Source: an optimization exercise on an open RTL-to-GDS flow (aim: small area and a short achievable clock period). Production flows keep margins and buffers that such runs may drop.
No functional check of the RTL was part of any run shown here.
Power figures rest on the tool's default switching activity, not on a simulated workload.

==> design/flow/design.v <==
`timescale 1ns/1ps
module pipeline_control (
  input  logic general_clk,
  input  logic reset,
  input  logic in_valid,
  output logic out_valid
);
  logic v1, v2;
  always_ff @(posedge general_clk) begin
    if (reset) begin
      v1 <= 1'b0;
      v2 <= 1'b0;
    end else begin
      v1 <= in_valid;
      v2 <= v1;
    end
  end
  assign out_valid = v2;
endmodule
`timescale 1ns/1ps
module probability_stage (
  input  logic        general_clk,
  input  logic        reset,
  input  logic        in_valid,
  input  logic [15:0] fl,
  input  logic [15:0] fh,
  input  logic [3:0]  symbol,
  input  logic [4:0]  nsyms,
  input  logic        bool_mode,
  output logic        p_x,
  output logic        p_en,
  output logic        p_z,
  output logic        p_s,         
  output logic [9:0]  p_m2n,       
  output logic [5:0]  p_k,
  output logic [9:0]  p_nn,       
  output logic [4:0]  p_o2
);
  logic        vin;
  logic [9:0]  fl6, fh6;
  logic        first, mode_a, mode_c;
  logic [5:0]  kd;        
  logic [4:0]  kdiff;     
  logic        kpos;
  logic [9:0]  m_p, m_q;
  logic [10:0] m_d;
  logic [10:0] m2;
  logic [5:0]  k_next;
  assign vin    = in_valid & ~reset;
  assign fl6    = fl[15:6];
  assign fh6    = fh[15:6];
  assign first  = (fl == 16'h8000);
  assign mode_a = bool_mode & symbol[0];
  assign mode_c = ~bool_mode & ~first;
  assign kd     = {1'b0, nsyms} - {2'b00, symbol};
  assign kpos   = ~kd[5] & (kd[4:0] != 5'd0);
  assign kdiff  = kd[5] ? 5'd0 : kd[4:0];
  assign m_p = bool_mode ? (symbol[0] ? fh6 : 10'd512) : fl6;
  assign m_q = mode_a ? 10'd0 : fh6;
  assign m_d = {1'b0, m_p} - {1'b0, m_q};
  assign m2  = vin ? m_d : 11'd512;
  always_comb begin
    if (!vin)           k_next = 6'd0;
    else if (mode_a)    k_next = 6'd1;
    else if (mode_c)    k_next = {5'd0, kpos};
    else if (bool_mode) k_next = 6'h3f;
    else if (kpos)      k_next = 6'd1 - {1'b0, kdiff};
    else                k_next = 6'd0;
  end
  always_ff @(posedge general_clk) begin
    p_x   <= ~vin | ~(mode_a | mode_c);
    p_z   <= ~vin | ~(mode_a | mode_c);
    p_en  <= vin & fh6[0] & (bool_mode ? ~symbol[0] : ~fl6[0]);
    p_s   <= m2[10];
    p_m2n <= ~m2[9:0];              
    p_k   <= k_next;
    p_nn  <= ~(bool_mode ? fh6 : fl6);    
    p_o2  <= bool_mode ? 5'd1 : kdiff;
  end
endmodule
`timescale 1ns/1ps
module interval_update (
  input  logic        general_clk,
  input  logic        reset,
  input  logic        p_x,
  input  logic        p_en,
  input  logic        p_z,
  input  logic        p_s,         
  input  logic [9:0]  p_m2n,       
  input  logic [5:0]  p_k,
  input  logic [9:0]  p_nn,        
  input  logic [4:0]  p_o2,
  output logic [15:0] range_q,
  output logic [3:0]  d_q,
  output logic [15:0] add_next
);
  logic [7:0]  r8;
  logic [16:0] sum2;
  logic [16:0] sum2n;
  logic [15:0] raw;
  logic [15:0] rn;
  assign r8 = range_q[15:8];
  assign rn = ~range_q;
  wire [7:0] r8n = rn[15:8];
  wire lt_1, lt_2;
  assign lt_1 = (r8[7] & ~p_m2n[0]) ^ (r8[6] & ~p_m2n[1]);
  assign lt_2 = (r8[7] & ~p_m2n[0]) & (r8[6] & ~p_m2n[1]);
  wire lt_3, lt_4;
  assign lt_3 = (r8[7] & ~p_m2n[1]) ^ (r8[6] & ~p_m2n[2]) ^ (r8[5] & ~p_m2n[3]);
  assign lt_4 = ((r8[7] & ~p_m2n[1]) & (r8[6] & ~p_m2n[2])) | ((r8[7] & ~p_m2n[1]) & (r8[5] & ~p_m2n[3])) | ((r8[6] & ~p_m2n[2]) & (r8[5] & ~p_m2n[3]));
  wire lt_5, lt_6;
  assign lt_5 = (r8[7] & ~p_m2n[2]) ^ (r8[6] & ~p_m2n[3]);
  assign lt_6 = (r8[7] & ~p_m2n[2]) & (r8[6] & ~p_m2n[3]);
  wire lt_7, lt_8;
  assign lt_7 = (r8[7] & ~p_m2n[3]) ^ (r8[6] & ~p_m2n[4]) ^ (r8[5] & ~p_m2n[5]);
  assign lt_8 = ((r8[7] & ~p_m2n[3]) & (r8[6] & ~p_m2n[4])) | ((r8[7] & ~p_m2n[3]) & (r8[5] & ~p_m2n[5])) | ((r8[6] & ~p_m2n[4]) & (r8[5] & ~p_m2n[5]));
  wire lt_9, lt_10;
  assign lt_9 = (r8[4] & ~p_m2n[0]) ^ (r8[3] & ~p_m2n[1]);
  assign lt_10 = (r8[4] & ~p_m2n[0]) & (r8[3] & ~p_m2n[1]);
  wire lt_11, lt_12;
  assign lt_11 = (r8[5] & ~p_m2n[0]) ^ (r8[4] & ~p_m2n[1]) ^ (r8[3] & ~p_m2n[2]);
  assign lt_12 = ((r8[5] & ~p_m2n[0]) & (r8[4] & ~p_m2n[1])) | ((r8[5] & ~p_m2n[0]) & (r8[3] & ~p_m2n[2])) | ((r8[4] & ~p_m2n[1]) & (r8[3] & ~p_m2n[2]));
  wire lt_13, lt_14;
  assign lt_13 = (r8[2] & ~p_m2n[3]) ^ (r8[1] & ~p_m2n[4]);
  assign lt_14 = (r8[2] & ~p_m2n[3]) & (r8[1] & ~p_m2n[4]);
  wire lt_15, lt_16;
  assign lt_15 = (r8[6] & ~p_m2n[0]) ^ (r8[5] & ~p_m2n[1]) ^ (r8[4] & ~p_m2n[2]);
  assign lt_16 = ((r8[6] & ~p_m2n[0]) & (r8[5] & ~p_m2n[1])) | ((r8[6] & ~p_m2n[0]) & (r8[4] & ~p_m2n[2])) | ((r8[5] & ~p_m2n[1]) & (r8[4] & ~p_m2n[2]));
  wire lt_17, lt_18;
  assign lt_17 = (r8[3] & ~p_m2n[3]) ^ (r8[2] & ~p_m2n[4]) ^ (r8[1] & ~p_m2n[5]);
  assign lt_18 = ((r8[3] & ~p_m2n[3]) & (r8[2] & ~p_m2n[4])) | ((r8[3] & ~p_m2n[3]) & (r8[1] & ~p_m2n[5])) | ((r8[2] & ~p_m2n[4]) & (r8[1] & ~p_m2n[5]));
  wire lt_19, lt_20;
  assign lt_19 = (r8[0] & ~p_m2n[6]) ^ (range_q[5] & p_x);
  assign lt_20 = (r8[0] & ~p_m2n[6]) & (range_q[5] & p_x);
  wire lt_21, lt_22;
  assign lt_21 = (r8[5] & ~p_m2n[2]) ^ (r8[4] & ~p_m2n[3]) ^ (r8[3] & ~p_m2n[4]);
  assign lt_22 = ((r8[5] & ~p_m2n[2]) & (r8[4] & ~p_m2n[3])) | ((r8[5] & ~p_m2n[2]) & (r8[3] & ~p_m2n[4])) | ((r8[4] & ~p_m2n[3]) & (r8[3] & ~p_m2n[4]));
  wire lt_23, lt_24;
  assign lt_23 = (r8[2] & ~p_m2n[5]) ^ (r8[1] & ~p_m2n[6]) ^ (r8[0] & ~p_m2n[7]);
  assign lt_24 = ((r8[2] & ~p_m2n[5]) & (r8[1] & ~p_m2n[6])) | ((r8[2] & ~p_m2n[5]) & (r8[0] & ~p_m2n[7])) | ((r8[1] & ~p_m2n[6]) & (r8[0] & ~p_m2n[7]));
  wire lt_25, lt_26;
  assign lt_25 = (range_q[6] & p_x) ^ p_k[4] ^ lt_1;
  assign lt_26 = ((range_q[6] & p_x) & p_k[4]) | ((range_q[6] & p_x) & lt_1) | (p_k[4] & lt_1);
  wire lt_27, lt_28;
  assign lt_27 = (r8[4] & ~p_m2n[4]) ^ (r8[3] & ~p_m2n[5]) ^ (r8[2] & ~p_m2n[6]);
  assign lt_28 = ((r8[4] & ~p_m2n[4]) & (r8[3] & ~p_m2n[5])) | ((r8[4] & ~p_m2n[4]) & (r8[2] & ~p_m2n[6])) | ((r8[3] & ~p_m2n[5]) & (r8[2] & ~p_m2n[6]));
  wire lt_29, lt_30;
  assign lt_29 = (r8[1] & ~p_m2n[7]) ^ (r8[0] & ~p_m2n[8]) ^ (range_q[7] & p_x);
  assign lt_30 = ((r8[1] & ~p_m2n[7]) & (r8[0] & ~p_m2n[8])) | ((r8[1] & ~p_m2n[7]) & (range_q[7] & p_x)) | ((r8[0] & ~p_m2n[8]) & (range_q[7] & p_x));
  wire lt_31, lt_32;
  assign lt_31 = p_k[5] ^ lt_3 ^ lt_2;
  assign lt_32 = (p_k[5] & lt_3) | (p_k[5] & lt_2) | (lt_3 & lt_2);
  wire lt_33, lt_34;
  assign lt_33 = (r8[5] & ~p_m2n[4]) ^ (r8[4] & ~p_m2n[5]) ^ (r8[3] & ~p_m2n[6]);
  assign lt_34 = ((r8[5] & ~p_m2n[4]) & (r8[4] & ~p_m2n[5])) | ((r8[5] & ~p_m2n[4]) & (r8[3] & ~p_m2n[6])) | ((r8[4] & ~p_m2n[5]) & (r8[3] & ~p_m2n[6]));
  wire lt_35, lt_36;
  assign lt_35 = (r8[2] & ~p_m2n[7]) ^ (r8[1] & ~p_m2n[8]) ^ (r8[0] & ~p_m2n[9]);
  assign lt_36 = ((r8[2] & ~p_m2n[7]) & (r8[1] & ~p_m2n[8])) | ((r8[2] & ~p_m2n[7]) & (r8[0] & ~p_m2n[9])) | ((r8[1] & ~p_m2n[8]) & (r8[0] & ~p_m2n[9]));
  wire lt_37, lt_38;
  assign lt_37 = p_k[5] ^ lt_5 ^ lt_4;
  assign lt_38 = (p_k[5] & lt_5) | (p_k[5] & lt_4) | (lt_5 & lt_4);
  wire lt_39, lt_40;
  assign lt_39 = (r8[4] & ~p_m2n[6]) ^ (r8[3] & ~p_m2n[7]) ^ (r8[2] & ~p_m2n[8]);
  assign lt_40 = ((r8[4] & ~p_m2n[6]) & (r8[3] & ~p_m2n[7])) | ((r8[4] & ~p_m2n[6]) & (r8[2] & ~p_m2n[8])) | ((r8[3] & ~p_m2n[7]) & (r8[2] & ~p_m2n[8]));
  wire lt_41, lt_42;
  assign lt_41 = (r8[1] & ~p_m2n[9]) ^ (p_s & r8n[0]) ^ p_s;
  assign lt_42 = ((r8[1] & ~p_m2n[9]) & (p_s & r8n[0])) | ((r8[1] & ~p_m2n[9]) & p_s) | ((p_s & r8n[0]) & p_s);
  wire lt_43, lt_44;
  assign lt_43 = p_k[5] ^ lt_7 ^ lt_6;
  assign lt_44 = (p_k[5] & lt_7) | (p_k[5] & lt_6) | (lt_7 & lt_6);
  wire lt_45, lt_46;
  assign lt_45 = (r8[7] & ~p_m2n[4]) ^ (r8[6] & ~p_m2n[5]) ^ (r8[5] & ~p_m2n[6]);
  assign lt_46 = ((r8[7] & ~p_m2n[4]) & (r8[6] & ~p_m2n[5])) | ((r8[7] & ~p_m2n[4]) & (r8[5] & ~p_m2n[6])) | ((r8[6] & ~p_m2n[5]) & (r8[5] & ~p_m2n[6]));
  wire lt_47, lt_48;
  assign lt_47 = (r8[4] & ~p_m2n[7]) ^ (r8[3] & ~p_m2n[8]) ^ (r8[2] & ~p_m2n[9]);
  assign lt_48 = ((r8[4] & ~p_m2n[7]) & (r8[3] & ~p_m2n[8])) | ((r8[4] & ~p_m2n[7]) & (r8[2] & ~p_m2n[9])) | ((r8[3] & ~p_m2n[8]) & (r8[2] & ~p_m2n[9]));
  wire lt_49, lt_50;
  assign lt_49 = (p_s & r8n[1]) ^ p_k[5] ^ lt_8;
  assign lt_50 = ((p_s & r8n[1]) & p_k[5]) | ((p_s & r8n[1]) & lt_8) | (p_k[5] & lt_8);
  wire lt_51, lt_52;
  assign lt_51 = (r8[7] & ~p_m2n[5]) ^ (r8[6] & ~p_m2n[6]) ^ (r8[5] & ~p_m2n[7]);
  assign lt_52 = ((r8[7] & ~p_m2n[5]) & (r8[6] & ~p_m2n[6])) | ((r8[7] & ~p_m2n[5]) & (r8[5] & ~p_m2n[7])) | ((r8[6] & ~p_m2n[6]) & (r8[5] & ~p_m2n[7]));
  wire lt_53, lt_54;
  assign lt_53 = (r8[4] & ~p_m2n[8]) ^ (r8[3] & ~p_m2n[9]) ^ (p_s & r8n[2]);
  assign lt_54 = ((r8[4] & ~p_m2n[8]) & (r8[3] & ~p_m2n[9])) | ((r8[4] & ~p_m2n[8]) & (p_s & r8n[2])) | ((r8[3] & ~p_m2n[9]) & (p_s & r8n[2]));
  wire lt_55, lt_56;
  assign lt_55 = (r8[7] & ~p_m2n[6]) ^ (r8[6] & ~p_m2n[7]) ^ (r8[5] & ~p_m2n[8]);
  assign lt_56 = ((r8[7] & ~p_m2n[6]) & (r8[6] & ~p_m2n[7])) | ((r8[7] & ~p_m2n[6]) & (r8[5] & ~p_m2n[8])) | ((r8[6] & ~p_m2n[7]) & (r8[5] & ~p_m2n[8]));
  wire lt_57, lt_58;
  assign lt_57 = (r8[3] & ~p_m2n[0]) ^ (r8[2] & ~p_m2n[1]) ^ (r8[1] & ~p_m2n[2]);
  assign lt_58 = ((r8[3] & ~p_m2n[0]) & (r8[2] & ~p_m2n[1])) | ((r8[3] & ~p_m2n[0]) & (r8[1] & ~p_m2n[2])) | ((r8[2] & ~p_m2n[1]) & (r8[1] & ~p_m2n[2]));
  wire lt_59, lt_60;
  assign lt_59 = (r8[2] & ~p_m2n[2]) ^ (r8[1] & ~p_m2n[3]) ^ (r8[0] & ~p_m2n[4]);
  assign lt_60 = ((r8[2] & ~p_m2n[2]) & (r8[1] & ~p_m2n[3])) | ((r8[2] & ~p_m2n[2]) & (r8[0] & ~p_m2n[4])) | ((r8[1] & ~p_m2n[3]) & (r8[0] & ~p_m2n[4]));
  wire lt_61, lt_62;
  assign lt_61 = (range_q[3] & p_x) ^ p_k[1];
  assign lt_62 = (range_q[3] & p_x) & p_k[1];
  wire lt_63, lt_64;
  assign lt_63 = (r8[0] & ~p_m2n[5]) ^ (range_q[4] & p_x) ^ p_k[2];
  assign lt_64 = ((r8[0] & ~p_m2n[5]) & (range_q[4] & p_x)) | ((r8[0] & ~p_m2n[5]) & p_k[2]) | ((range_q[4] & p_x) & p_k[2]);
  wire lt_65, lt_66;
  assign lt_65 = lt_11 ^ lt_13 ^ lt_10;
  assign lt_66 = (lt_11 & lt_13) | (lt_11 & lt_10) | (lt_13 & lt_10);
  wire lt_67, lt_68;
  assign lt_67 = p_k[3] ^ lt_15 ^ lt_17;
  assign lt_68 = (p_k[3] & lt_15) | (p_k[3] & lt_17) | (lt_15 & lt_17);
  wire lt_69, lt_70;
  assign lt_69 = lt_19 ^ lt_12 ^ lt_14;
  assign lt_70 = (lt_19 & lt_12) | (lt_19 & lt_14) | (lt_12 & lt_14);
  wire lt_71, lt_72;
  assign lt_71 = lt_21 ^ lt_23 ^ lt_25;
  assign lt_72 = (lt_21 & lt_23) | (lt_21 & lt_25) | (lt_23 & lt_25);
  wire lt_73, lt_74;
  assign lt_73 = lt_16 ^ lt_18 ^ lt_20;
  assign lt_74 = (lt_16 & lt_18) | (lt_16 & lt_20) | (lt_18 & lt_20);
  wire lt_75, lt_76;
  assign lt_75 = lt_27 ^ lt_29 ^ lt_31;
  assign lt_76 = (lt_27 & lt_29) | (lt_27 & lt_31) | (lt_29 & lt_31);
  wire lt_77, lt_78;
  assign lt_77 = lt_22 ^ lt_24 ^ lt_26;
  assign lt_78 = (lt_22 & lt_24) | (lt_22 & lt_26) | (lt_24 & lt_26);
  wire lt_79, lt_80;
  assign lt_79 = lt_33 ^ lt_35 ^ lt_37;
  assign lt_80 = (lt_33 & lt_35) | (lt_33 & lt_37) | (lt_35 & lt_37);
  wire lt_81, lt_82;
  assign lt_81 = lt_28 ^ lt_30 ^ lt_32;
  assign lt_82 = (lt_28 & lt_30) | (lt_28 & lt_32) | (lt_30 & lt_32);
  wire lt_83, lt_84;
  assign lt_83 = lt_39 ^ lt_41 ^ lt_43;
  assign lt_84 = (lt_39 & lt_41) | (lt_39 & lt_43) | (lt_41 & lt_43);
  wire lt_85, lt_86;
  assign lt_85 = lt_34 ^ lt_36 ^ lt_38;
  assign lt_86 = (lt_34 & lt_36) | (lt_34 & lt_38) | (lt_36 & lt_38);
  wire lt_87, lt_88;
  assign lt_87 = lt_45 ^ lt_47 ^ lt_49;
  assign lt_88 = (lt_45 & lt_47) | (lt_45 & lt_49) | (lt_47 & lt_49);
  wire lt_89, lt_90;
  assign lt_89 = lt_40 ^ lt_42 ^ lt_44;
  assign lt_90 = (lt_40 & lt_42) | (lt_40 & lt_44) | (lt_42 & lt_44);
  wire lt_91, lt_92;
  assign lt_91 = p_k[5] ^ lt_51 ^ lt_53;
  assign lt_92 = (p_k[5] & lt_51) | (p_k[5] & lt_53) | (lt_51 & lt_53);
  wire lt_93, lt_94;
  assign lt_93 = lt_46 ^ lt_48 ^ lt_50;
  assign lt_94 = (lt_46 & lt_48) | (lt_46 & lt_50) | (lt_48 & lt_50);
  wire lt_95, lt_96;
  assign lt_95 = (r8[4] & ~p_m2n[9]) ^ (p_s & r8n[3]) ^ p_k[5];
  assign lt_96 = ((r8[4] & ~p_m2n[9]) & (p_s & r8n[3])) | ((r8[4] & ~p_m2n[9]) & p_k[5]) | ((p_s & r8n[3]) & p_k[5]);
  wire lt_97, lt_98;
  assign lt_97 = lt_55 ^ lt_52 ^ lt_54;
  assign lt_98 = (lt_55 & lt_52) | (lt_55 & lt_54) | (lt_52 & lt_54);
  wire lt_99, lt_100;
  assign lt_99 = (r8[7] & ~p_m2n[7]) ^ (r8[6] & ~p_m2n[8]) ^ (r8[5] & ~p_m2n[9]);
  assign lt_100 = ((r8[7] & ~p_m2n[7]) & (r8[6] & ~p_m2n[8])) | ((r8[7] & ~p_m2n[7]) & (r8[5] & ~p_m2n[9])) | ((r8[6] & ~p_m2n[8]) & (r8[5] & ~p_m2n[9]));
  wire lt_101, lt_102;
  assign lt_101 = (p_s & r8n[4]) ^ p_k[5] ^ lt_56;
  assign lt_102 = ((p_s & r8n[4]) & p_k[5]) | ((p_s & r8n[4]) & lt_56) | (p_k[5] & lt_56);
  wire lt_103, lt_104;
  assign lt_103 = (r8[7] & ~p_m2n[8]) ^ (r8[6] & ~p_m2n[9]) ^ (p_s & r8n[5]);
  assign lt_104 = ((r8[7] & ~p_m2n[8]) & (r8[6] & ~p_m2n[9])) | ((r8[7] & ~p_m2n[8]) & (p_s & r8n[5])) | ((r8[6] & ~p_m2n[9]) & (p_s & r8n[5]));
  wire lt_105, lt_106;
  assign lt_105 = (r8[1] & ~p_m2n[0]) ^ (r8[0] & ~p_m2n[1]);
  assign lt_106 = (r8[1] & ~p_m2n[0]) & (r8[0] & ~p_m2n[1]);
  wire lt_107, lt_108;
  assign lt_107 = (r8[2] & ~p_m2n[0]) ^ (r8[1] & ~p_m2n[1]) ^ (r8[0] & ~p_m2n[2]);
  assign lt_108 = ((r8[2] & ~p_m2n[0]) & (r8[1] & ~p_m2n[1])) | ((r8[2] & ~p_m2n[0]) & (r8[0] & ~p_m2n[2])) | ((r8[1] & ~p_m2n[1]) & (r8[0] & ~p_m2n[2]));
  wire lt_109, lt_110;
  assign lt_109 = (r8[0] & ~p_m2n[3]) ^ (range_q[2] & p_x) ^ p_k[0];
  assign lt_110 = ((r8[0] & ~p_m2n[3]) & (range_q[2] & p_x)) | ((r8[0] & ~p_m2n[3]) & p_k[0]) | ((range_q[2] & p_x) & p_k[0]);
  wire lt_111, lt_112;
  assign lt_111 = lt_9 ^ lt_59 ^ lt_61;
  assign lt_112 = (lt_9 & lt_59) | (lt_9 & lt_61) | (lt_59 & lt_61);
  wire lt_113, lt_114;
  assign lt_113 = lt_63 ^ lt_65 ^ lt_60;
  assign lt_114 = (lt_63 & lt_65) | (lt_63 & lt_60) | (lt_65 & lt_60);
  wire lt_115, lt_116;
  assign lt_115 = lt_67 ^ lt_69 ^ lt_64;
  assign lt_116 = (lt_67 & lt_69) | (lt_67 & lt_64) | (lt_69 & lt_64);
  wire lt_117, lt_118;
  assign lt_117 = lt_71 ^ lt_73 ^ lt_68;
  assign lt_118 = (lt_71 & lt_73) | (lt_71 & lt_68) | (lt_73 & lt_68);
  wire lt_119, lt_120;
  assign lt_119 = lt_75 ^ lt_77 ^ lt_72;
  assign lt_120 = (lt_75 & lt_77) | (lt_75 & lt_72) | (lt_77 & lt_72);
  wire lt_121, lt_122;
  assign lt_121 = lt_79 ^ lt_81 ^ lt_76;
  assign lt_122 = (lt_79 & lt_81) | (lt_79 & lt_76) | (lt_81 & lt_76);
  wire lt_123, lt_124;
  assign lt_123 = lt_83 ^ lt_85 ^ lt_80;
  assign lt_124 = (lt_83 & lt_85) | (lt_83 & lt_80) | (lt_85 & lt_80);
  wire lt_125, lt_126;
  assign lt_125 = lt_87 ^ lt_89 ^ lt_84;
  assign lt_126 = (lt_87 & lt_89) | (lt_87 & lt_84) | (lt_89 & lt_84);
  wire lt_127, lt_128;
  assign lt_127 = lt_91 ^ lt_93 ^ lt_88;
  assign lt_128 = (lt_91 & lt_93) | (lt_91 & lt_88) | (lt_93 & lt_88);
  wire lt_129, lt_130;
  assign lt_129 = lt_95 ^ lt_97 ^ lt_92;
  assign lt_130 = (lt_95 & lt_97) | (lt_95 & lt_92) | (lt_97 & lt_92);
  wire lt_131, lt_132;
  assign lt_131 = lt_99 ^ lt_101 ^ lt_96;
  assign lt_132 = (lt_99 & lt_101) | (lt_99 & lt_96) | (lt_101 & lt_96);
  wire lt_133, lt_134;
  assign lt_133 = p_k[5] ^ lt_103 ^ lt_100;
  assign lt_134 = (p_k[5] & lt_103) | (p_k[5] & lt_100) | (lt_103 & lt_100);
  wire lt_135, lt_136;
  assign lt_135 = (r8[7] & ~p_m2n[9]) ^ (p_s & r8n[6]) ^ p_k[5];
  assign lt_136 = ((r8[7] & ~p_m2n[9]) & (p_s & r8n[6])) | ((r8[7] & ~p_m2n[9]) & p_k[5]) | ((p_s & r8n[6]) & p_k[5]);
  wire lt_137, lt_138;
  assign lt_137 = (range_q[0] & p_x) ^ (p_en & r8[0]);
  assign lt_138 = (range_q[0] & p_x) & (p_en & r8[0]);
  wire lt_139, lt_140;
  assign lt_139 = (range_q[1] & p_x) ^ lt_107 ^ lt_106;
  assign lt_140 = ((range_q[1] & p_x) & lt_107) | ((range_q[1] & p_x) & lt_106) | (lt_107 & lt_106);
  wire lt_141, lt_142;
  assign lt_141 = lt_57 ^ lt_109 ^ lt_108;
  assign lt_142 = (lt_57 & lt_109) | (lt_57 & lt_108) | (lt_109 & lt_108);
  wire lt_143, lt_144;
  assign lt_143 = lt_58 ^ lt_111 ^ lt_110;
  assign lt_144 = (lt_58 & lt_111) | (lt_58 & lt_110) | (lt_111 & lt_110);
  wire lt_145, lt_146;
  assign lt_145 = lt_62 ^ lt_113 ^ lt_112;
  assign lt_146 = (lt_62 & lt_113) | (lt_62 & lt_112) | (lt_113 & lt_112);
  wire lt_147, lt_148;
  assign lt_147 = lt_66 ^ lt_115 ^ lt_114;
  assign lt_148 = (lt_66 & lt_115) | (lt_66 & lt_114) | (lt_115 & lt_114);
  wire lt_149, lt_150;
  assign lt_149 = lt_70 ^ lt_117 ^ lt_116;
  assign lt_150 = (lt_70 & lt_117) | (lt_70 & lt_116) | (lt_117 & lt_116);
  wire lt_151, lt_152;
  assign lt_151 = lt_74 ^ lt_119 ^ lt_118;
  assign lt_152 = (lt_74 & lt_119) | (lt_74 & lt_118) | (lt_119 & lt_118);
  wire lt_153, lt_154;
  assign lt_153 = lt_78 ^ lt_121 ^ lt_120;
  assign lt_154 = (lt_78 & lt_121) | (lt_78 & lt_120) | (lt_121 & lt_120);
  wire lt_155, lt_156;
  assign lt_155 = lt_82 ^ lt_123 ^ lt_122;
  assign lt_156 = (lt_82 & lt_123) | (lt_82 & lt_122) | (lt_123 & lt_122);
  wire lt_157, lt_158;
  assign lt_157 = lt_86 ^ lt_125 ^ lt_124;
  assign lt_158 = (lt_86 & lt_125) | (lt_86 & lt_124) | (lt_125 & lt_124);
  wire lt_159, lt_160;
  assign lt_159 = lt_90 ^ lt_127 ^ lt_126;
  assign lt_160 = (lt_90 & lt_127) | (lt_90 & lt_126) | (lt_127 & lt_126);
  wire lt_161, lt_162;
  assign lt_161 = lt_94 ^ lt_129 ^ lt_128;
  assign lt_162 = (lt_94 & lt_129) | (lt_94 & lt_128) | (lt_129 & lt_128);
  wire lt_163, lt_164;
  assign lt_163 = lt_98 ^ lt_131 ^ lt_130;
  assign lt_164 = (lt_98 & lt_131) | (lt_98 & lt_130) | (lt_131 & lt_130);
  wire lt_165, lt_166;
  assign lt_165 = lt_102 ^ lt_133 ^ lt_132;
  assign lt_166 = (lt_102 & lt_133) | (lt_102 & lt_132) | (lt_133 & lt_132);
  wire lt_167, lt_168;
  assign lt_167 = lt_104 ^ lt_135 ^ lt_134;
  assign lt_168 = (lt_104 & lt_135) | (lt_104 & lt_134) | (lt_135 & lt_134);
  wire [16:0] lt_a, lt_b;
  assign lt_a = {lt_167, lt_165, lt_163, lt_161, lt_159, lt_157, lt_155, lt_153, lt_151, lt_149, lt_147, lt_145, lt_143, lt_141, lt_139, lt_105, 1'b0};
  assign lt_b = {lt_166, lt_164, lt_162, lt_160, lt_158, lt_156, lt_154, lt_152, lt_150, lt_148, lt_146, lt_144, lt_142, lt_140, lt_138, lt_137, 1'b0};
  assign sum2 = lt_a + lt_b;
  assign raw  = sum2[16:1];
  wire at_1, at_2;
  assign at_1 = rn[6] ^ p_o2[4];
  assign at_2 = rn[6] & p_o2[4];
  wire at_3, at_4;
  assign at_3 = rn[7] ^ (r8[7] & ~p_nn[1]);
  assign at_4 = rn[7] & (r8[7] & ~p_nn[1]);
  wire at_5, at_6;
  assign at_5 = rn[8] ^ (r8[7] & ~p_nn[2]);
  assign at_6 = rn[8] & (r8[7] & ~p_nn[2]);
  wire at_7, at_8;
  assign at_7 = rn[3] ^ p_o2[1];
  assign at_8 = rn[3] & p_o2[1];
  wire at_9, at_10;
  assign at_9 = rn[4] ^ p_o2[2] ^ (r8[5] & ~p_nn[0]);
  assign at_10 = (rn[4] & p_o2[2]) | (rn[4] & (r8[5] & ~p_nn[0])) | (p_o2[2] & (r8[5] & ~p_nn[0]));
  wire at_11, at_12;
  assign at_11 = (r8[4] & ~p_nn[1]) ^ (r8[3] & ~p_nn[2]);
  assign at_12 = (r8[4] & ~p_nn[1]) & (r8[3] & ~p_nn[2]);
  wire at_13, at_14;
  assign at_13 = rn[5] ^ p_o2[3] ^ (r8[6] & ~p_nn[0]);
  assign at_14 = (rn[5] & p_o2[3]) | (rn[5] & (r8[6] & ~p_nn[0])) | (p_o2[3] & (r8[6] & ~p_nn[0]));
  wire at_15, at_16;
  assign at_15 = (r8[5] & ~p_nn[1]) ^ (r8[4] & ~p_nn[2]) ^ (r8[3] & ~p_nn[3]);
  assign at_16 = ((r8[5] & ~p_nn[1]) & (r8[4] & ~p_nn[2])) | ((r8[5] & ~p_nn[1]) & (r8[3] & ~p_nn[3])) | ((r8[4] & ~p_nn[2]) & (r8[3] & ~p_nn[3]));
  wire at_17, at_18;
  assign at_17 = (r8[2] & ~p_nn[4]) ^ (r8[1] & ~p_nn[5]);
  assign at_18 = (r8[2] & ~p_nn[4]) & (r8[1] & ~p_nn[5]);
  wire at_19, at_20;
  assign at_19 = (r8[7] & ~p_nn[0]) ^ (r8[6] & ~p_nn[1]) ^ (r8[5] & ~p_nn[2]);
  assign at_20 = ((r8[7] & ~p_nn[0]) & (r8[6] & ~p_nn[1])) | ((r8[7] & ~p_nn[0]) & (r8[5] & ~p_nn[2])) | ((r8[6] & ~p_nn[1]) & (r8[5] & ~p_nn[2]));
  wire at_21, at_22;
  assign at_21 = (r8[4] & ~p_nn[3]) ^ (r8[3] & ~p_nn[4]) ^ (r8[2] & ~p_nn[5]);
  assign at_22 = ((r8[4] & ~p_nn[3]) & (r8[3] & ~p_nn[4])) | ((r8[4] & ~p_nn[3]) & (r8[2] & ~p_nn[5])) | ((r8[3] & ~p_nn[4]) & (r8[2] & ~p_nn[5]));
  wire at_23, at_24;
  assign at_23 = (r8[1] & ~p_nn[6]) ^ (r8[0] & ~p_nn[7]) ^ at_1;
  assign at_24 = ((r8[1] & ~p_nn[6]) & (r8[0] & ~p_nn[7])) | ((r8[1] & ~p_nn[6]) & at_1) | ((r8[0] & ~p_nn[7]) & at_1);
  wire at_25, at_26;
  assign at_25 = (r8[6] & ~p_nn[2]) ^ (r8[5] & ~p_nn[3]) ^ (r8[4] & ~p_nn[4]);
  assign at_26 = ((r8[6] & ~p_nn[2]) & (r8[5] & ~p_nn[3])) | ((r8[6] & ~p_nn[2]) & (r8[4] & ~p_nn[4])) | ((r8[5] & ~p_nn[3]) & (r8[4] & ~p_nn[4]));
  wire at_27, at_28;
  assign at_27 = (r8[3] & ~p_nn[5]) ^ (r8[2] & ~p_nn[6]) ^ (r8[1] & ~p_nn[7]);
  assign at_28 = ((r8[3] & ~p_nn[5]) & (r8[2] & ~p_nn[6])) | ((r8[3] & ~p_nn[5]) & (r8[1] & ~p_nn[7])) | ((r8[2] & ~p_nn[6]) & (r8[1] & ~p_nn[7]));
  wire at_29, at_30;
  assign at_29 = (r8[0] & ~p_nn[8]) ^ at_3 ^ at_2;
  assign at_30 = ((r8[0] & ~p_nn[8]) & at_3) | ((r8[0] & ~p_nn[8]) & at_2) | (at_3 & at_2);
  wire at_31, at_32;
  assign at_31 = (r8[6] & ~p_nn[3]) ^ (r8[5] & ~p_nn[4]) ^ (r8[4] & ~p_nn[5]);
  assign at_32 = ((r8[6] & ~p_nn[3]) & (r8[5] & ~p_nn[4])) | ((r8[6] & ~p_nn[3]) & (r8[4] & ~p_nn[5])) | ((r8[5] & ~p_nn[4]) & (r8[4] & ~p_nn[5]));
  wire at_33, at_34;
  assign at_33 = (r8[3] & ~p_nn[6]) ^ (r8[2] & ~p_nn[7]) ^ (r8[1] & ~p_nn[8]);
  assign at_34 = ((r8[3] & ~p_nn[6]) & (r8[2] & ~p_nn[7])) | ((r8[3] & ~p_nn[6]) & (r8[1] & ~p_nn[8])) | ((r8[2] & ~p_nn[7]) & (r8[1] & ~p_nn[8]));
  wire at_35, at_36;
  assign at_35 = (r8[0] & ~p_nn[9]) ^ at_5 ^ at_4;
  assign at_36 = ((r8[0] & ~p_nn[9]) & at_5) | ((r8[0] & ~p_nn[9]) & at_4) | (at_5 & at_4);
  wire at_37, at_38;
  assign at_37 = rn[9] ^ (r8[7] & ~p_nn[3]) ^ (r8[6] & ~p_nn[4]);
  assign at_38 = (rn[9] & (r8[7] & ~p_nn[3])) | (rn[9] & (r8[6] & ~p_nn[4])) | ((r8[7] & ~p_nn[3]) & (r8[6] & ~p_nn[4]));
  wire at_39, at_40;
  assign at_39 = (r8[5] & ~p_nn[5]) ^ (r8[4] & ~p_nn[6]) ^ (r8[3] & ~p_nn[7]);
  assign at_40 = ((r8[5] & ~p_nn[5]) & (r8[4] & ~p_nn[6])) | ((r8[5] & ~p_nn[5]) & (r8[3] & ~p_nn[7])) | ((r8[4] & ~p_nn[6]) & (r8[3] & ~p_nn[7]));
  wire at_41, at_42;
  assign at_41 = (r8[2] & ~p_nn[8]) ^ (r8[1] & ~p_nn[9]) ^ at_6;
  assign at_42 = ((r8[2] & ~p_nn[8]) & (r8[1] & ~p_nn[9])) | ((r8[2] & ~p_nn[8]) & at_6) | ((r8[1] & ~p_nn[9]) & at_6);
  wire at_43, at_44;
  assign at_43 = rn[10] ^ (r8[7] & ~p_nn[4]) ^ (r8[6] & ~p_nn[5]);
  assign at_44 = (rn[10] & (r8[7] & ~p_nn[4])) | (rn[10] & (r8[6] & ~p_nn[5])) | ((r8[7] & ~p_nn[4]) & (r8[6] & ~p_nn[5]));
  wire at_45, at_46;
  assign at_45 = (r8[5] & ~p_nn[6]) ^ (r8[4] & ~p_nn[7]) ^ (r8[3] & ~p_nn[8]);
  assign at_46 = ((r8[5] & ~p_nn[6]) & (r8[4] & ~p_nn[7])) | ((r8[5] & ~p_nn[6]) & (r8[3] & ~p_nn[8])) | ((r8[4] & ~p_nn[7]) & (r8[3] & ~p_nn[8]));
  wire at_47, at_48;
  assign at_47 = rn[11] ^ (r8[7] & ~p_nn[5]) ^ (r8[6] & ~p_nn[6]);
  assign at_48 = (rn[11] & (r8[7] & ~p_nn[5])) | (rn[11] & (r8[6] & ~p_nn[6])) | ((r8[7] & ~p_nn[5]) & (r8[6] & ~p_nn[6]));
  wire at_49, at_50;
  assign at_49 = rn[2] ^ p_o2[0] ^ (r8[3] & ~p_nn[0]);
  assign at_50 = (rn[2] & p_o2[0]) | (rn[2] & (r8[3] & ~p_nn[0])) | (p_o2[0] & (r8[3] & ~p_nn[0]));
  wire at_51, at_52;
  assign at_51 = (r8[4] & ~p_nn[0]) ^ (r8[3] & ~p_nn[1]) ^ (r8[2] & ~p_nn[2]);
  assign at_52 = ((r8[4] & ~p_nn[0]) & (r8[3] & ~p_nn[1])) | ((r8[4] & ~p_nn[0]) & (r8[2] & ~p_nn[2])) | ((r8[3] & ~p_nn[1]) & (r8[2] & ~p_nn[2]));
  wire at_53, at_54;
  assign at_53 = (r8[1] & ~p_nn[3]) ^ (r8[0] & ~p_nn[4]);
  assign at_54 = (r8[1] & ~p_nn[3]) & (r8[0] & ~p_nn[4]);
  wire at_55, at_56;
  assign at_55 = (r8[2] & ~p_nn[3]) ^ (r8[1] & ~p_nn[4]) ^ (r8[0] & ~p_nn[5]);
  assign at_56 = ((r8[2] & ~p_nn[3]) & (r8[1] & ~p_nn[4])) | ((r8[2] & ~p_nn[3]) & (r8[0] & ~p_nn[5])) | ((r8[1] & ~p_nn[4]) & (r8[0] & ~p_nn[5]));
  wire at_57, at_58;
  assign at_57 = at_9 ^ at_11 ^ at_8;
  assign at_58 = (at_9 & at_11) | (at_9 & at_8) | (at_11 & at_8);
  wire at_59, at_60;
  assign at_59 = (r8[0] & ~p_nn[6]) ^ at_13 ^ at_15;
  assign at_60 = ((r8[0] & ~p_nn[6]) & at_13) | ((r8[0] & ~p_nn[6]) & at_15) | (at_13 & at_15);
  wire at_61, at_62;
  assign at_61 = at_17 ^ at_10 ^ at_12;
  assign at_62 = (at_17 & at_10) | (at_17 & at_12) | (at_10 & at_12);
  wire at_63, at_64;
  assign at_63 = at_19 ^ at_21 ^ at_23;
  assign at_64 = (at_19 & at_21) | (at_19 & at_23) | (at_21 & at_23);
  wire at_65, at_66;
  assign at_65 = at_14 ^ at_16 ^ at_18;
  assign at_66 = (at_14 & at_16) | (at_14 & at_18) | (at_16 & at_18);
  wire at_67, at_68;
  assign at_67 = at_25 ^ at_27 ^ at_29;
  assign at_68 = (at_25 & at_27) | (at_25 & at_29) | (at_27 & at_29);
  wire at_69, at_70;
  assign at_69 = at_20 ^ at_22 ^ at_24;
  assign at_70 = (at_20 & at_22) | (at_20 & at_24) | (at_22 & at_24);
  wire at_71, at_72;
  assign at_71 = at_31 ^ at_33 ^ at_35;
  assign at_72 = (at_31 & at_33) | (at_31 & at_35) | (at_33 & at_35);
  wire at_73, at_74;
  assign at_73 = at_26 ^ at_28 ^ at_30;
  assign at_74 = (at_26 & at_28) | (at_26 & at_30) | (at_28 & at_30);
  wire at_75, at_76;
  assign at_75 = at_37 ^ at_39 ^ at_41;
  assign at_76 = (at_37 & at_39) | (at_37 & at_41) | (at_39 & at_41);
  wire at_77, at_78;
  assign at_77 = at_32 ^ at_34 ^ at_36;
  assign at_78 = (at_32 & at_34) | (at_32 & at_36) | (at_34 & at_36);
  wire at_79, at_80;
  assign at_79 = (r8[2] & ~p_nn[9]) ^ at_43 ^ at_45;
  assign at_80 = ((r8[2] & ~p_nn[9]) & at_43) | ((r8[2] & ~p_nn[9]) & at_45) | (at_43 & at_45);
  wire at_81, at_82;
  assign at_81 = at_38 ^ at_40 ^ at_42;
  assign at_82 = (at_38 & at_40) | (at_38 & at_42) | (at_40 & at_42);
  wire at_83, at_84;
  assign at_83 = (r8[5] & ~p_nn[7]) ^ (r8[4] & ~p_nn[8]) ^ (r8[3] & ~p_nn[9]);
  assign at_84 = ((r8[5] & ~p_nn[7]) & (r8[4] & ~p_nn[8])) | ((r8[5] & ~p_nn[7]) & (r8[3] & ~p_nn[9])) | ((r8[4] & ~p_nn[8]) & (r8[3] & ~p_nn[9]));
  wire at_85, at_86;
  assign at_85 = at_47 ^ at_44 ^ at_46;
  assign at_86 = (at_47 & at_44) | (at_47 & at_46) | (at_44 & at_46);
  wire at_87, at_88;
  assign at_87 = rn[12] ^ (r8[7] & ~p_nn[6]) ^ (r8[6] & ~p_nn[7]);
  assign at_88 = (rn[12] & (r8[7] & ~p_nn[6])) | (rn[12] & (r8[6] & ~p_nn[7])) | ((r8[7] & ~p_nn[6]) & (r8[6] & ~p_nn[7]));
  wire at_89, at_90;
  assign at_89 = (r8[5] & ~p_nn[8]) ^ (r8[4] & ~p_nn[9]) ^ at_48;
  assign at_90 = ((r8[5] & ~p_nn[8]) & (r8[4] & ~p_nn[9])) | ((r8[5] & ~p_nn[8]) & at_48) | ((r8[4] & ~p_nn[9]) & at_48);
  wire at_91, at_92;
  assign at_91 = rn[13] ^ (r8[7] & ~p_nn[7]) ^ (r8[6] & ~p_nn[8]);
  assign at_92 = (rn[13] & (r8[7] & ~p_nn[7])) | (rn[13] & (r8[6] & ~p_nn[8])) | ((r8[7] & ~p_nn[7]) & (r8[6] & ~p_nn[8]));
  wire at_93, at_94;
  assign at_93 = rn[1] ^ (r8[2] & ~p_nn[0]);
  assign at_94 = rn[1] & (r8[2] & ~p_nn[0]);
  wire at_95, at_96;
  assign at_95 = (r8[2] & ~p_nn[1]) ^ (r8[1] & ~p_nn[2]) ^ (r8[0] & ~p_nn[3]);
  assign at_96 = ((r8[2] & ~p_nn[1]) & (r8[1] & ~p_nn[2])) | ((r8[2] & ~p_nn[1]) & (r8[0] & ~p_nn[3])) | ((r8[1] & ~p_nn[2]) & (r8[0] & ~p_nn[3]));
  wire at_97, at_98;
  assign at_97 = at_7 ^ at_51 ^ at_53;
  assign at_98 = (at_7 & at_51) | (at_7 & at_53) | (at_51 & at_53);
  wire at_99, at_100;
  assign at_99 = at_55 ^ at_57 ^ at_52;
  assign at_100 = (at_55 & at_57) | (at_55 & at_52) | (at_57 & at_52);
  wire at_101, at_102;
  assign at_101 = at_59 ^ at_61 ^ at_56;
  assign at_102 = (at_59 & at_61) | (at_59 & at_56) | (at_61 & at_56);
  wire at_103, at_104;
  assign at_103 = at_63 ^ at_65 ^ at_60;
  assign at_104 = (at_63 & at_65) | (at_63 & at_60) | (at_65 & at_60);
  wire at_105, at_106;
  assign at_105 = at_67 ^ at_69 ^ at_64;
  assign at_106 = (at_67 & at_69) | (at_67 & at_64) | (at_69 & at_64);
  wire at_107, at_108;
  assign at_107 = at_71 ^ at_73 ^ at_68;
  assign at_108 = (at_71 & at_73) | (at_71 & at_68) | (at_73 & at_68);
  wire at_109, at_110;
  assign at_109 = at_75 ^ at_77 ^ at_72;
  assign at_110 = (at_75 & at_77) | (at_75 & at_72) | (at_77 & at_72);
  wire at_111, at_112;
  assign at_111 = at_79 ^ at_81 ^ at_76;
  assign at_112 = (at_79 & at_81) | (at_79 & at_76) | (at_81 & at_76);
  wire at_113, at_114;
  assign at_113 = at_83 ^ at_85 ^ at_80;
  assign at_114 = (at_83 & at_85) | (at_83 & at_80) | (at_85 & at_80);
  wire at_115, at_116;
  assign at_115 = at_87 ^ at_89 ^ at_84;
  assign at_116 = (at_87 & at_89) | (at_87 & at_84) | (at_89 & at_84);
  wire at_117, at_118;
  assign at_117 = (r8[5] & ~p_nn[9]) ^ at_91 ^ at_88;
  assign at_118 = ((r8[5] & ~p_nn[9]) & at_91) | ((r8[5] & ~p_nn[9]) & at_88) | (at_91 & at_88);
  wire at_119, at_120;
  assign at_119 = rn[14] ^ (r8[7] & ~p_nn[8]) ^ (r8[6] & ~p_nn[9]);
  assign at_120 = (rn[14] & (r8[7] & ~p_nn[8])) | (rn[14] & (r8[6] & ~p_nn[9])) | ((r8[7] & ~p_nn[8]) & (r8[6] & ~p_nn[9]));
  wire at_121, at_122;
  assign at_121 = rn[0] ^ (r8[1] & ~p_nn[0]);
  assign at_122 = rn[0] & (r8[1] & ~p_nn[0]);
  wire at_123, at_124;
  assign at_123 = (r8[1] & ~p_nn[1]) ^ (r8[0] & ~p_nn[2]) ^ at_93;
  assign at_124 = ((r8[1] & ~p_nn[1]) & (r8[0] & ~p_nn[2])) | ((r8[1] & ~p_nn[1]) & at_93) | ((r8[0] & ~p_nn[2]) & at_93);
  wire at_125, at_126;
  assign at_125 = at_49 ^ at_95 ^ at_94;
  assign at_126 = (at_49 & at_95) | (at_49 & at_94) | (at_95 & at_94);
  wire at_127, at_128;
  assign at_127 = at_50 ^ at_97 ^ at_96;
  assign at_128 = (at_50 & at_97) | (at_50 & at_96) | (at_97 & at_96);
  wire at_129, at_130;
  assign at_129 = at_54 ^ at_99 ^ at_98;
  assign at_130 = (at_54 & at_99) | (at_54 & at_98) | (at_99 & at_98);
  wire at_131, at_132;
  assign at_131 = at_58 ^ at_101 ^ at_100;
  assign at_132 = (at_58 & at_101) | (at_58 & at_100) | (at_101 & at_100);
  wire at_133, at_134;
  assign at_133 = at_62 ^ at_103 ^ at_102;
  assign at_134 = (at_62 & at_103) | (at_62 & at_102) | (at_103 & at_102);
  wire at_135, at_136;
  assign at_135 = at_66 ^ at_105 ^ at_104;
  assign at_136 = (at_66 & at_105) | (at_66 & at_104) | (at_105 & at_104);
  wire at_137, at_138;
  assign at_137 = at_70 ^ at_107 ^ at_106;
  assign at_138 = (at_70 & at_107) | (at_70 & at_106) | (at_107 & at_106);
  wire at_139, at_140;
  assign at_139 = at_74 ^ at_109 ^ at_108;
  assign at_140 = (at_74 & at_109) | (at_74 & at_108) | (at_109 & at_108);
  wire at_141, at_142;
  assign at_141 = at_78 ^ at_111 ^ at_110;
  assign at_142 = (at_78 & at_111) | (at_78 & at_110) | (at_111 & at_110);
  wire at_143, at_144;
  assign at_143 = at_82 ^ at_113 ^ at_112;
  assign at_144 = (at_82 & at_113) | (at_82 & at_112) | (at_113 & at_112);
  wire at_145, at_146;
  assign at_145 = at_86 ^ at_115 ^ at_114;
  assign at_146 = (at_86 & at_115) | (at_86 & at_114) | (at_115 & at_114);
  wire at_147, at_148;
  assign at_147 = at_90 ^ at_117 ^ at_116;
  assign at_148 = (at_90 & at_117) | (at_90 & at_116) | (at_117 & at_116);
  wire at_149, at_150;
  assign at_149 = at_92 ^ at_119 ^ at_118;
  assign at_150 = (at_92 & at_119) | (at_92 & at_118) | (at_119 & at_118);
  wire at_151, at_152;
  assign at_151 = rn[15] ^ (r8[7] & ~p_nn[9]) ^ at_120;
  assign at_152 = (rn[15] & (r8[7] & ~p_nn[9])) | (rn[15] & at_120) | ((r8[7] & ~p_nn[9]) & at_120);
  wire [16:0] at_a, at_b;
  assign at_a = {at_151, at_149, at_147, at_145, at_143, at_141, at_139, at_137, at_135, at_133, at_131, at_129, at_127, at_125, at_123, (r8[0] & ~p_nn[1]), 1'b0};
  assign at_b = {at_150, at_148, at_146, at_144, at_142, at_140, at_138, at_136, at_134, at_132, at_130, at_128, at_126, at_124, at_122, at_121, 1'b0};
  assign sum2n    = at_a + at_b;
  assign add_next = ~(sum2n[16:1] | {16{p_z}});
  logic        z8, z4, z2, z1, raw_zero;
  logic [15:0] t1, t2, t3, range_next;
  logic [3:0]  d_next;
  assign z8 = ~|raw[15:8];
  assign t1 = z8 ? {raw[7:0], 8'd0} : raw;
  assign z4 = ~|t1[15:12];
  assign t2 = z4 ? {t1[11:0], 4'd0} : t1;
  assign z2 = ~|t2[15:14];
  assign t3 = z2 ? {t2[13:0], 2'd0} : t2;
  assign z1 = ~t3[15];
  assign range_next = z1 ? {t3[14:0], 1'b0} : t3;
  assign raw_zero = ~|raw;
  assign d_next = (raw_zero | reset) ? 4'd0 : {z8, z4, z2, z1};
  always_ff @(posedge general_clk) begin
    if (reset) range_q <= 16'd32768;
    else       range_q <= range_next;
    d_q <= d_next;
  end
endmodule
`timescale 1ns/1ps
module renormalizer (
  input  logic        general_clk,
  input  logic        reset,
  input  logic [15:0] add_next,
  input  logic [3:0]  d_q,
  output logic [23:0] low_out,
  output logic [4:0]  cnt_out,
  output logic [1:0]  bit_flag,
  output logic [15:0] out_bit_1,
  output logic [15:0] out_bit_2
);
  logic [23:0] sum_q;
  logic [3:0]  cq;
  logic [4:0]  e_sum;        
  logic        emit1, emit2;
  logic [2:0]  f_sum;        
  logic [23:0] low_shl;
  logic [23:0] low_next;
  logic [23:0] sum_next;
  logic [3:0]  cq_next;
  logic [7:0]  keep_hi;
  logic [24:0] win_src;
  logic [23:0] win;
  assign e_sum = {1'b0, cq} + {1'b0, d_q};
  assign emit1 = e_sum >= 5'd9;
  assign emit2 = e_sum >= 5'd17;
  assign f_sum = e_sum[2:0] - 3'd1;    
  always_comb begin
    case (f_sum)
      3'd0: keep_hi = 8'h00;
      3'd1: keep_hi = 8'h01;
      3'd2: keep_hi = 8'h03;
      3'd3: keep_hi = 8'h07;
      3'd4: keep_hi = 8'h0f;
      3'd5: keep_hi = 8'h1f;
      3'd6: keep_hi = 8'h3f;
      default: keep_hi = 8'h7f;
    endcase
    if (!emit1) keep_hi = 8'hff;
  end
  assign low_shl  = sum_q << d_q;
  assign low_next = low_shl & {keep_hi, 16'hffff};
  assign cq_next  = emit1 ? {1'b0, f_sum} + 4'd1 : e_sum[3:0];
  assign sum_next = low_next + {8'd0, add_next};
  assign win_src = {sum_q, 1'b0};
  assign win     = 24'(win_src >> cq);
  always_ff @(posedge general_clk) begin
    if (reset) begin
      sum_q <= '0;
      cq    <= '0;
    end else begin
      sum_q <= sum_next;
      cq    <= cq_next;
    end
  end
  assign low_out   = low_next;
  assign cnt_out   = {1'b0, cq_next} - 5'd9;
  assign bit_flag  = {emit2, emit1 & ~emit2};
  assign out_bit_1 = win[23:8];
  assign out_bit_2 = {8'd0, win[7:0]};
endmodule
`timescale 1ns/1ps
module arith_encoder #(
  parameter int SYMBOL_WIDTH = 4
) (
  input  logic                    general_clk,
  input  logic                    reset,
  input  logic                    in_valid,
  input  logic [15:0]             fl,
  input  logic [15:0]             fh,
  input  logic [SYMBOL_WIDTH-1:0] symbol,
  input  logic [SYMBOL_WIDTH:0]   nsyms,
  input  logic                    bool_mode,
  output logic                    out_valid,
  output logic [15:0]             range_out,
  output logic [23:0]             low_out,
  output logic [4:0]              cnt_out,
  output logic [1:0]              bit_flag,
  output logic [15:0]             out_bit_1,
  output logic [15:0]             out_bit_2
);
  logic        p_x, p_en, p_z;
  logic        p_s;
  logic [9:0]  p_m2n;
  logic [5:0]  p_k;
  logic [9:0]  p_nn;
  logic [4:0]  p_o2;
  logic [15:0] add_next;
  logic [3:0]  d_q;
  pipeline_control u_control (
    .general_clk (general_clk),
    .reset       (reset),
    .in_valid    (in_valid),
    .out_valid   (out_valid)
  );
  probability_stage u_stage_1 (
    .general_clk (general_clk),
    .reset       (reset),
    .in_valid    (in_valid),
    .fl          (fl),
    .fh          (fh),
    .symbol      (symbol),
    .nsyms       (nsyms),
    .bool_mode   (bool_mode),
    .p_x         (p_x),
    .p_en        (p_en),
    .p_z         (p_z),
    .p_s         (p_s),
    .p_m2n       (p_m2n),
    .p_k         (p_k),
    .p_nn         (p_nn),
    .p_o2        (p_o2)
  );
  interval_update u_stage_2 (
    .general_clk (general_clk),
    .reset       (reset),
    .p_x         (p_x),
    .p_en        (p_en),
    .p_z         (p_z),
    .p_s         (p_s),
    .p_m2n       (p_m2n),
    .p_k         (p_k),
    .p_nn         (p_nn),
    .p_o2        (p_o2),
    .range_q     (range_out),
    .d_q         (d_q),
    .add_next    (add_next)
  );
  renormalizer u_stage_3 (
    .general_clk (general_clk),
    .reset       (reset),
    .add_next    (add_next),
    .d_q         (d_q),
    .low_out     (low_out),
    .cnt_out     (cnt_out),
    .bit_flag    (bit_flag),
    .out_bit_1   (out_bit_1),
    .out_bit_2   (out_bit_2)
  );
endmodule
==> design/flow/flow/run.sh <==
#!/bin/bash
# The standard layout with three changes: synthesis skips the quick ABC pass
# inside Yosys's synth (the final ABC mapping still runs), adders use Yosys's
# Sklansky carry network instead of Kogge-Stone, and the ports get the
# smallest buffer instead of the delay buffer that buffer_ports picks by
# default. All output goes to run_standard.log in this folder; ORFS keeps its
# own logs under orfs/logs.
set -euo pipefail
export SYNTH_ARGS="-noabc"
export SYNTH_OPERATIONS_ARGS="-extra-map +/choices/sklansky.v"
export BUFFER_PORTS_ARGS="-buffer_cell sky130_fd_sc_hd__buf_1"
bash standard.sh > run_standard.log 2>&1
==> design/flow/standard.sh <==
#!/bin/bash
# synth_recipe.tcl (not shown) runs the flow's synth.tcl, then flattens the netlist and writes it again
# the make line also repeats each setting of config.mk as NAME=value (left out here)
make -C /OpenROAD-flow-scripts/flow DESIGN_CONFIG=/design/flow/config.mk WORK_HOME=/design/flow/orfs CLKGATE_MAP_FILE= SYNTH_SCRIPT=/design/flow/synth_recipe.tcl "${@:-finish}"
==> design/flow/config.mk <==
export PLATFORM = sky130hd
export DESIGN_NAME = arith_encoder
export DESIGN_NICKNAME = arith_encoder
export VERILOG_FILES = /design/flow/design.v
export SDC_FILE = /design/flow/constraint.sdc
export NUM_CORES = 4
export LEC_CHECK = 0
export ABC_AREA = 1
export CAP_MARGIN = 20
export CORE_MARGIN = 2
export CORE_UTILIZATION = 40
export CTS_BUF_LIST = sky130_fd_sc_hd__clkbuf_8
export SETUP_SLACK_MARGIN = 2.3
export SLEW_MARGIN = 20
==> design/flow/constraint.sdc <==
create_clock -name core_clock -period 9.0 [get_ports {general_clk}]
set_input_delay 1.8000 -clock core_clock [delete_from_list [all_inputs] [get_ports {general_clk}]]
set_output_delay 1.8000 -clock core_clock [all_outputs]
set_load 0.01 [all_outputs]
==> metrics.cfg, run 1 <==
[synth]
synth_top_family_by_area = adder cells
synth_ff_type = dfxtp_1
post-synth-top-count-cell = nand2_1
yosysWarningCount = 4
syn_inst = 1734
yosys.area.top_type = fa_1
synth.top_cell.area_share = 0.2603
synth-xor-area-share = 0.01993
synthAdderAreaFrac = 0.3538
yosysUniqueCellTypes = 50
synth_async_sr_flop_share = 0
yosys.area_share.simple = 0.2572
yosys-top-cells-count = nand2_1 (413), nor2_1 (259), inv_1 (208), fa_1 (160), o21ai_0 (149)
syn_area_um2 = 12310
synth_compound_area_frac = 0.1102
synth_mux_area_frac = 0.01139
synth_area_per_cell_um2 = 7.097
synth_edf_count = 0
ys_seq_elements = 84
seq_area_frac_synth = 0.1366
synth_area_leaders = fa_1 (26%), dfxtp_1 (14%), nand2_1 (13%)

[power]
worst_ir_drop_vdd_mv = 0.1956
switching_share = 0.5775
seq_power_share = 0.115
p_switching_mw = 3.004
combPwrFrac = 0.835
report.power.total_mw = 5.202
intPower_mw = 2.198
p_leak_nw = 6.730
pwr-share-clk = 0.050
power_density_nw_per_um2 = 396.5

[grt]
antenna_found_initial = 0
track_usage = 0.2044
grt_max_degree = 45
grt_overflow = 0
grt_pass1_vias = 10620
grt_pass1_wl_um = 53650

[clock_tree]
clkSlewWorstSetupHoldPaths_ns = 0.10
cts-htree-levels = 3
cts_hold_buf = 0
clock-root-buffer = clkbuf_8
cts_tree = done
cts_sinks = 84
cts_buffers = 9
clk_latency_ns = 0.38
clock_path_buffers = 2

[finish]
instances_no_fill = 2181
fillers = 3237
n_antenna_cell = 0
area_growth_pct = 6.598
layout-drive-gt1-share = 0.05154
final_nets = 2077

[die]
start_util = 0.4044
dieArea_um2 = 32190
fp.dieH_um = 179.4
die_width_um = 179.4
ios = 125
core-area_um2 = 30430
rows = 64

[min_path]
hold_path.class = reg2reg

[route]
dr.pass1.iters = 5
wire_per_inst_um = 15.22
drt_iter0_drc = 635
viasPerCell = 5.067
vias = 11050
wl_um = 33190
drc_errors = 0
postRouteAntennaNets = 0

[critical_path]
cpMostUsedCell = fa_1
cpLargestDelayFamily = adder cells
crit_slowest_cell = fa_1
cp.arrival_ns = 6.66
crit_buf_inv = 5
cp_slowest_stage_delay_ns = 0.58
crit_required_ns = 9.33
cp-end-kind = flop
crit_path_max_fanout = 16
path_class = reg2reg
startpoint_type = flop

[timing]
hold_violations = 0
setup_viol = 0
post-route-min-period_ns = 6.333
fmax_ghz = 0.1579
finClkSkew_ns = 0.01780
worstMarginPinSlew_ns = 0.9577
finalSetupTns_ns = 0
rsz0062_at_grt = false
relSlewSlack = 0.3606
whs_ns = 0.5226
post-route-period-util = 0.7037
finalMaxSlewViolations = 0

[place]
numPlacedInstances = 2155
port_buffers = 110
dpl.hpwl_um = 27320
gp_congestion = 0.8827

[run_status]
run_status = finished clean

[flow_run]
max-cap-violations = 0

what timing repair did:
| action | in CTS | in global routing |
|---|---|---|
| setup endpoints to repair | 17 | 26 |
| pin swaps | 0 | 3 |
| resized for setup | 4 | 20 |
| buffers inserted | 0 | 7 |
| endpoints found under the hold margin | 0 | 0 |
| gates cloned | 0 | 3 |
final cells by class:
cell class                      count  area [µm²]  area share
Clock inverter                      7       57.56    0.004387
Sequential cell                    84        1690      0.1289
Clock buffer                        9       123.9    0.009442
Timing Repair inverter              2       10.01   0.0007630
Inverter                          223       855.8     0.06524
Multi-Input combinational cell   1334        9349      0.7126
Timing Repair Buffer              126       536.8     0.04092
Tap cell                          396       495.5     0.03777
power by group through the flow:
stage | Sequential [mW] | Clock [mW] | Combinational, mW
final | 0.598 | 0.261 | 4.34
after floorplan | 0.518 | 0 | 3.43
after global placement | 0.603 | 0 | 4.20
after CTS | 0.594 | 0.268 | 4.31
after detailed placement | 0.602 | 0 | 4.28
after global routing | 0.613 | 0.282 | 5.01
final timing paths:
| kind | to | slack, ns | depth (start not counted) | startpoint |
|---|---|---|---|---|
| max | u_stage_2.range_q[0]$_SDFF_PP0_ | 2.67 | 26 | u_stage_2.range_q[14]$_SDFF_PP0_ |
| min | u_control.v2$_SDFF_PP0_ | 0.52 | 2 | u_control.v1$_SDFF_PP0_ |
| max reg2reg | u_stage_2.range_q[0]$_SDFF_PP0_ | 2.67 | 26 | u_stage_2.range_q[14]$_SDFF_PP0_ |
| min reg2reg | u_control.v2$_SDFF_PP0_ | 0.52 | 2 | u_control.v1$_SDFF_PP0_ |
cell usage in the layout, fill, tap and decap left out, types with 14 or more instances in the layout:
cell | synthesis | routed
buf_1 | 7 | 110
mux2i_1 | 14 | 14
fa_1 | 160 | 160
dfxtp_1 | 84 | 79
a21oi_1 | 55 | 52
nor2_1 | 259 | 259
ha_1 | 92 | 92
o21ai_0 | 149 | 149
xor2_1 | 21 | 21
buf_4 | 27 | 15
nand2_1 | 413 | 413
inv_1 | 208 | 205
nand3_1 | 56 | 55
sequential cells by signal, summed over array words and instances, names as in the netlist:
signal,count
u_control.v1,1
u_stage_1.p_k,6
u_stage_2.range_q,16
u_stage_1.p_m2n,10
u_stage_1.p_o2,5
u_stage_3.sum_q,24
u_stage_1.p_en,1
u_control.v2,1
u_stage_1.p_nn,10
u_stage_1.p_s,1
u_stage_2.d_q,4
u_stage_3.cq,4
u_stage_1.p_x,1
metal layers:
layer	global-route usage	vias up	part of all wire
met3	0.03201	50	0.057
met2	0.3594	327	0.49
met5	0	-	0
met1	0.2621	5216	0.43
met4	0.05203	0	0.024
li1	-	5459	-
logic make-up after synthesis:
kind of cell	count (synthesis)
other cells	1
buf+inv	324
simple gates	781
xor+xnor	28
mux	14
compound gates	250
fa+ha+maj	252
flops	84
worst min-delay path: stages (launching register included):
cell     delay (ns)
dfxtp_1        0.37
inv_1          0.08
nor2_1         0.04
stage by stage:
step / util / setup slack, ns / area (µm²)
floorplan: - / 2.859 / 12330
global placement: 0.4202 / 2.080 / 12790
detailed placement: 0.4202 / 2.000 / 12790
CTS: 0.4264 / 2.291 / 12970
global route: 0.4311 / 2.303 / 13120
finish: 0.4311 / 2.667 / 13120
==> run 2: changes to the inputs <==
--- a/design/flow/config.mk
+++ b/design/flow/config.mk
@@ -10,5 +10,5 @@
 export CORE_MARGIN = 2
 export CORE_UTILIZATION = 40
 export CTS_BUF_LIST = sky130_fd_sc_hd__clkbuf_8
-export SETUP_SLACK_MARGIN = 2.3
+export SETUP_SLACK_MARGIN = 2.75
 export SLEW_MARGIN = 20
==> metrics.cfg, run 2 <==
[route]
viasPerCell = 5.076  ; +0.17%
wl_um = 34440  ; +3.8%
drc_errors = 0  ; unchanged
postRouteAntennaNets = 0  ; unchanged
wire_per_inst_um = 15.63  ; +2.7%
vias = 11190  ; +1.2%
dr.pass1.iters = 6  ; +1
drt_iter0_drc = 604  ; -4.9%

[timing]
finClkSkew_ns = 0.01937  ; +0.001571 ns
rsz0062_at_grt = false
post-route-period-util = 0.6664  ; -0.03735
finalSetupTns_ns = 0  ; unchanged
setup_viol = 0  ; unchanged
hold_violations = 0  ; unchanged
post-route-min-period_ns = 5.997  ; -0.3361 ns
fmax_ghz = 0.1667  ; +5.6%
finalMaxSlewViolations = 0  ; unchanged
worstMarginPinSlew_ns = 0.8638  ; -0.09393 ns
relSlewSlack = 0.4233  ; +0.06271

[synth]
yosys.area.top_type = fa_1
yosysWarningCount = 4  ; unchanged
synth_edf_count = 0  ; unchanged
yosys-top-cells-count = nand2_1 (413), nor2_1 (259), inv_1 (208), fa_1 (160), o21ai_0 (149)
synth_async_sr_flop_share = 0  ; unchanged
synth_area_per_cell_um2 = 7.097  ; unchanged
post-synth-top-count-cell = nand2_1
synth.top_cell.area_share = 0.2603  ; unchanged
syn_inst = 1734  ; unchanged
ys_seq_elements = 84  ; unchanged
synth_ff_type = dfxtp_1
yosysUniqueCellTypes = 50  ; unchanged
synth_area_leaders = fa_1 (26%), dfxtp_1 (14%), nand2_1 (13%)
syn_area_um2 = 12310  ; unchanged
seq_area_frac_synth = 0.1366  ; unchanged

[grt]
grt_pass1_vias = 10760  ; +1.3%
grt_pass1_wl_um = 54770  ; +2.1%
grt_max_degree = 45  ; unchanged
track_usage = 0.2094  ; +0.005008
antenna_found_initial = 0  ; unchanged
grt_overflow = 0  ; unchanged

[power]
report.power.total_mw = 5.581  ; +7.3%
power_density_nw_per_um2 = 412.0  ; +3.9%
worst_ir_drop_vdd_mv = 0.2295  ; +17%
p_leak_nw = 6.858  ; +1.9%

[finish]
fin_util = 0.4451  ; +0.01398
seqCellArea_um2 = 1703  ; +0.74%
multi_input_area_um2 = 9508  ; +1.7%
final_common_cell = nand2_1
layout-drive-gt1-share = 0.07909  ; +0.02755
final_cell_mix = nand2_1 (411), nor2_1 (255), inv_1 (204), fa_1 (157), o21ai_0 (149)
fillers = 3193  ; -1.4%
n_antenna_cell = 0  ; unchanged
final_nets = 2100  ; +1.1%
max_flop_register = u_stage_3.sum_q
top_regs = u_stage_3.sum_q (24), u_stage_2.range_q (16)
largest_register_ffs = 24  ; unchanged
area_growth_pct = 10.05

[die]
dieArea_um2 = 32190  ; unchanged
core-area_um2 = 30430  ; unchanged
rows = 64  ; unchanged
die_width_um = 179.4  ; unchanged
start_util = 0.4044  ; unchanged
ios = 125  ; unchanged
fp.dieH_um = 179.4  ; unchanged

[clock_tree]
cts_sinks = 84  ; unchanged
clock-root-buffer = clkbuf_8
clk_latency_ns = 0.39  ; about the same
cts-htree-levels = 3  ; unchanged
clkSlewWorstSetupHoldPaths_ns = 0.11  ; about the same
cts_hold_buf = 0  ; unchanged
cts_buffers = 9  ; unchanged
cts_tree = done
clock_path_buffers = 2  ; unchanged

[place]
dpl.hpwl_um = 27320  ; unchanged
port_buffers = 110  ; unchanged
gp_congestion = 0.8827  ; unchanged

[critical_path]
cp.arrival_ns = 6.33  ; -0.33 ns
startpoint_type = flop
path_class = reg2reg
crit_required_ns = 9.33  ; about the same
cp-end-kind = flop
crit_path_max_fanout = 5  ; -11

[run_status]
run_status = finished clean

[min_path]
hold_path.class = reg2reg

[flow_run]
max-cap-violations = 0  ; unchanged

[run 2: changes by cell type in the layout (fill, tap and decap cells not counted), sizes merged]
cell / change
inv: -1
clkbuf: +1
nand2: +1
buf: +21
clkinvlp: +1
[run 2: final cells by class]
type,instances,share of cell area
clock buffers,9,0.009146
clock inverters,7,0.004249
inverters,223,0.06467
multi-input cells,1335,0.7020
flip-flops and latches,84,0.1257
well taps,396,0.03658
repair buffers,148,0.05672
repair inverters,2,0.0009238
[run 2: per-stage QoR]
stage          hold WS [ns]  instance area (µm²)  worst slack [ns]  instances
3_3_place_gp         0.4977                12790             2.080       2155
3_5_place_dp         0.5035                12790             2.000       2155
4_1_cts              0.5144                13160             2.752       2183
2_1_floorplan        0.3883                12330             2.859       1741
5_1_grt              0.5636                13540             2.721       2204
6_report             0.5178                13540             3.003       2204
[run 2: worst paths after layout]
path	slack, ns	to	from	cells past startpoint
min	0.52	u_control.v2$_SDFF_PP0_	u_control.v1$_SDFF_PP0_	2
max reg2reg	3.00	u_stage_3.sum_q[23]$_SDFF_PP0_	u_stage_2.range_q[15]$_SDFF_PP1_	23
max	3.00	u_stage_3.sum_q[23]$_SDFF_PP0_	u_stage_2.range_q[15]$_SDFF_PP1_	23
min reg2reg	0.52	u_control.v2$_SDFF_PP0_	u_control.v1$_SDFF_PP0_	2
[run 2: cells by family (layout without fill, tap and decap cells)]
kind of cell	count (synthesis)	count (layout)	synth area share
compound gates	250	250	0.1102
xor+xnor	28	28	0.01993
simple gates	781	783	0.2572
mux	14	14	0.01139
buf+inv	324	389	0.1105
other cells	1	8	0.0003047
fa+ha+maj	252	252	0.3538
flops	84	84	0.1366
[run 2: power breakdown]
group          switching (mW)  leakage (nW)  internal [mW]
registers               0.144         0.695          0.457
clock network           0.159        0.0886          0.105
logic                    2.84          6.07           1.88
[run 2: timing repair]
action | 4_1_cts | 5_1_grt
cloned | 4 | 1
setup buffers | 8 | 20
setup endpoints to repair | 30 | 28
resized for setup | 26 | 42
pin swaps | 9 | 43
[run 2: per-layer routing]
layer	vias up	GRT usage	wire, µm
li1	5506	-	-
met1	5282	0.2662	14520
met2	349	0.3689	16960
met3	51	0.03282	2043
met4	0	0.05756	918
met5	-	0	0
[run 2: critical path, cell delays in order, from the launching register on]
cell and delay, ns:
dfxtp_1 0.34, buf_6 0.13, clkinvlp_4 0.15, buf_12 0.16, nor2_1 0.11, fa_1 0.45
fa_1 0.49, fa_1 0.52, fa_1 0.51, ha_1 0.32, nand2_1 0.09, nand2_1 0.08
a21o_1 0.25, fa_1 0.39, xor2_1 0.19, nor2_1 0.06, ha_1 0.33, a21oi_1 0.08
o211ai_1 0.29, nand2_1 0.17, a21oi_4 0.25, nand4_1 0.19, or2_1 0.27, a21oi_1 0.11

afterwards: timing with drivers on the ports:
How much do the figures lean on ideal ports? The routed layouts below were timed once more, with nothing changed but the port constraints.
Step 1 assumes that a clkbuf_16 drives the clock port and a buf_2 every other input.
Step 2 also shifts input and output timing later by t, the mid clock arrival at the registers, as if the neighbouring blocks saw the same clock.
a / b / c = ideal / step 1 / step 2; a / b = the first two.
run	t, ns	setup slack, ns	worst setup path at the end	worst data-port slew with drivers (ns)
run 1	0.410	2.667 / 2.667 / 2.667	register to register	0.04
run 2	0.412	3.003 / 3.003 / 3.003	register to register	0.04
After both steps setup and hold are still met in every run listed.
